What follows belongs to an exercise in optimizing a design on an open flow for small area; a production flow would make more cautious choices.
In this exercise RTL edits were held to simulation tests only and were not proved equivalent to the original.
Power is estimated from default activity; no workload was simulated.

== oak ==
// bn_top
module bn_top
(
  input  logic           clk_i,
  input  logic           rst_n_i,
  input  logic [15:0]    x_i,
  input  logic           x_valid_i,
  input  logic           mode_i,
  input  logic [31:0]    param_i,
  input  logic           param_valid_i,
  output logic [15:0]    y_o,
  output logic           y_valid_o
);
Size: roughly 1500 cells after synthesis, roughly 310 flip-flops, ~70 I/O pins.
make LEC_CHECK=0 CAP_MARGIN=20 CORE_MARGIN=2 CORE_UTILIZATION=40 SLEW_MARGIN=20 SYNTH_HIERARCHICAL=1 finish   # period 15.0 ns
run.sh (not shown) runs the stock make flow with config.mk's settings and CLKGATE_MAP_FILE= SYNTH_SCRIPT=/design/flow/synth_recipe.tcl, a recipe that flattens the netlist after the stock synthesis.
Inputs modified between oak and pine:
==> flow/flow/run.sh (new file) <==
#!/bin/bash
# Standard ORFS layout with three changes: combinational cells upsized by
# synthesis start at drive strength 1, the clock tree has no dummy loads, and
# non-critical gates are downsized after global routing (RECOVER_POWER).
set -euo pipefail
export RESULTS=$PWD/orfs/results/${FLOW_PLATFORM:-sky130hd}/bn_top/base
bash standard.sh synth > synth.log 2>&1
openroad -no_init -exit flow/downsize.tcl > downsize.log 2>&1
bash standard.sh RECOVER_POWER=100 \
  "CTS_ARGS=-sink_clustering_enable -repair_clock_nets -dont_use_dummy_load" \
  finish > layout.log 2>&1
==> flow/flow/downsize.tcl (new file) <==
# Set every combinational cell that synthesis upsized back to its smallest
# drive strength (_1); placement and timing repair upsize again where needed.
# Registers, tie cells and buffers are left alone.
set R $::env(RESULTS)
read_db $R/1_synth.odb
set db [ord::get_db]
set block [ord::get_db_block]
set n 0
foreach inst [$block getInsts] {
  set m [[$inst getMaster] getName]
  if {![regexp {^(sky130_fd_sc_hd__([a-z0-9]+))_([0-9]+)$} $m -> base kind sz]} { continue }
  if {$sz <= 1} { continue }
  if {[regexp {^(df|edf|sdf|dl|conb|tap|fill|decap|clk|buf|dlygate|probe|lpflow)} $kind]} { continue }
  set new [$db findMaster ${base}_1]
  if {$new eq "NULL" || $new eq ""} { continue }
  $inst swapMaster $new
  incr n
}
puts "downsized $n instances"
write_db $R/1_synth.odb
==> flow/standard.sh (new file) <==
#!/bin/bash
# synth_recipe.tcl (not shown) runs the flow's synth.tcl, then flattens the netlist and writes it again
# the make line also repeats each setting of config.mk as NAME=value (left out here)
make -C /OpenROAD-flow-scripts/flow DESIGN_CONFIG=/design/flow/config.mk WORK_HOME=/design/flow/orfs CLKGATE_MAP_FILE= SYNTH_SCRIPT=/design/flow/synth_recipe.tcl "${@:-finish}"
removed: flow/run.sh
## What came out
- pine had finished all stages when the layout checks came back failing, citing max-capacitance violations, max-slew violations.
- Worst clock skew on the final layout was lower in the run labelled oak.
- Going from oak to pine, maximum clock frequency went down; sum of routed wire length over all layers went down; die area went down.
- Run comparison: oak critical path capture point sum_q[18]; pine critical path capture point y_o[3]
- On pine: minimum setup slack in the final design is 0.71 ns lower than what oak gave.
- Against oak as the reference, pine delivers a lower count of clock-buffer cells in the layout.
- As far as count of buffer and inverter cells on the critical path goes, oak and pine are indistinguishable; the numbers are identical.

Q:
bn_top, a different RTL version from the one above (not shown whole).
Size: ~70 I/O pins, roughly 19000 um2 of cells after synthesis.
clock: 15.0 ns
lec_check: 0
cap_margin: 20
core_margin: 2
core_utilization: 65
slew_margin: 20
synth_hierarchical: 1
standard.sh (not shown) runs the stock make flow with config.mk's settings and CLKGATE_MAP_FILE= SYNTH_SCRIPT=/design/flow/synth_recipe.tcl, a recipe that flattens the netlist after the stock synthesis.
==> flow/flow/run.sh <==
#!/bin/bash
# Standard ORFS layout with these changes: combinational cells that synthesis
# upsized start at drive strength 1 (placement repair upsizes where needed),
# the clock tree uses clkbuf_4 in clusters of at most 9 sinks and no dummy
# loads, and port buffers are buf_1.
set -euo pipefail
export RESULTS=$PWD/orfs/results/${FLOW_PLATFORM:-sky130hd}/bn_top/base
bash standard.sh synth > synth.log 2>&1
openroad -no_init -exit flow/downsize.tcl > downsize.log 2>&1
bash standard.sh \
  "CTS_ARGS=-sink_clustering_enable -repair_clock_nets -dont_use_dummy_load -buf_list sky130_fd_sc_hd__clkbuf_4 -sink_clustering_size 9 -sink_clustering_max_diameter 40" \
  "BUFFER_PORTS_ARGS=-buffer_cell sky130_fd_sc_hd__buf_1" \
  finish > layout.log 2>&1
==> flow/flow/downsize.tcl <==
# Set every combinational cell that synthesis upsized back to its smallest
# drive strength (_1); placement and timing repair upsize again where needed.
# Registers, tie cells and buffers are left alone.
set R $::env(RESULTS)
read_db $R/1_synth.odb
set db [ord::get_db]
set block [ord::get_db_block]
set n 0
foreach inst [$block getInsts] {
  set m [[$inst getMaster] getName]
  if {![regexp {^(sky130_fd_sc_hd__([a-z0-9]+))_([0-9]+)$} $m -> base kind sz]} { continue }
  if {$sz <= 1} { continue }
  if {[regexp {^(df|edf|sdf|dl|conb|tap|fill|decap|clk|buf|dlygate|probe|lpflow)} $kind]} { continue }
  set new [$db findMaster ${base}_1]
  if {$new eq "NULL" || $new eq ""} { continue }
  $inst swapMaster $new
  incr n
}
puts "downsized $n instances"
write_db $R/1_synth.odb
Every stage of the flow completed for Q, and the final layout passed the timing, DRC and antenna checks.
Changes in S relative to Q:
# Q
export LEC_CHECK = 0
export CAP_MARGIN = 20
export CORE_MARGIN = 2
export CORE_UTILIZATION = 65
export SLEW_MARGIN = 20
export SYNTH_HIERARCHICAL = 1
create_clock -name core_clock -period 15.0 [get_ports {clk_i}]
# S
export LEC_CHECK = 0
export CAP_MARGIN = 20
export CORE_MARGIN = 2
export CORE_UTILIZATION = 75
export SLEW_MARGIN = 20
export SYNTH_HIERARCHICAL = 1
create_clock -name core_clock -period 15.0 [get_ports {clk_i}]
Findings:
From Q to S, antenna cell count did not move at all. S: net switching power of the design is 40 uW higher than what Q reported. [compare] base=Q new=S: final wirelength saw an increase, fraction of the cycle the final worst path needs saw an increase, met1 track demand over resource in global routing saw an increase, clock latency at the later pin of the worst-skew pair saw little to no change, area of all placed cells without fillers saw a decrease.

port drivers added, routing unchanged:
Ports are ideal in the flow. The routed layouts listed here were re-timed in OpenROAD. Step 1, drivers: a clkbuf_16 drives clk_i and a buf_2 each remaining input, both assumed. Step 2 also shifts input and output timing later by t, the mid clock arrival at the registers, as if the neighbouring blocks saw the same clock. a / b / c = no drivers / after step 1 / after step 2; a / b = the first two.
| run | t, ns | slack for setup (ns) | hold slack, ns |
|---|---|---|---|
| oak | 0.617 | 4.250 / 4.263 / 3.645 | 0.430 / 0.430 / 0.430 |
| pine | 0.603 | 3.539 / 3.539 / 3.539 | 0.410 / 0.410 / 0.410 |
| Q | 0.679 | 2.152 / 2.152 / 2.152 | 0.427 / 0.427 / 0.427 |
| S | 0.688 | 1.878 / 1.878 / 1.878 | 0.433 / 0.433 / 0.433 |
For oak, which loses most, drivers alone change the setup slack by +0.013 ns; drivers and shift together by -0.605 ns.
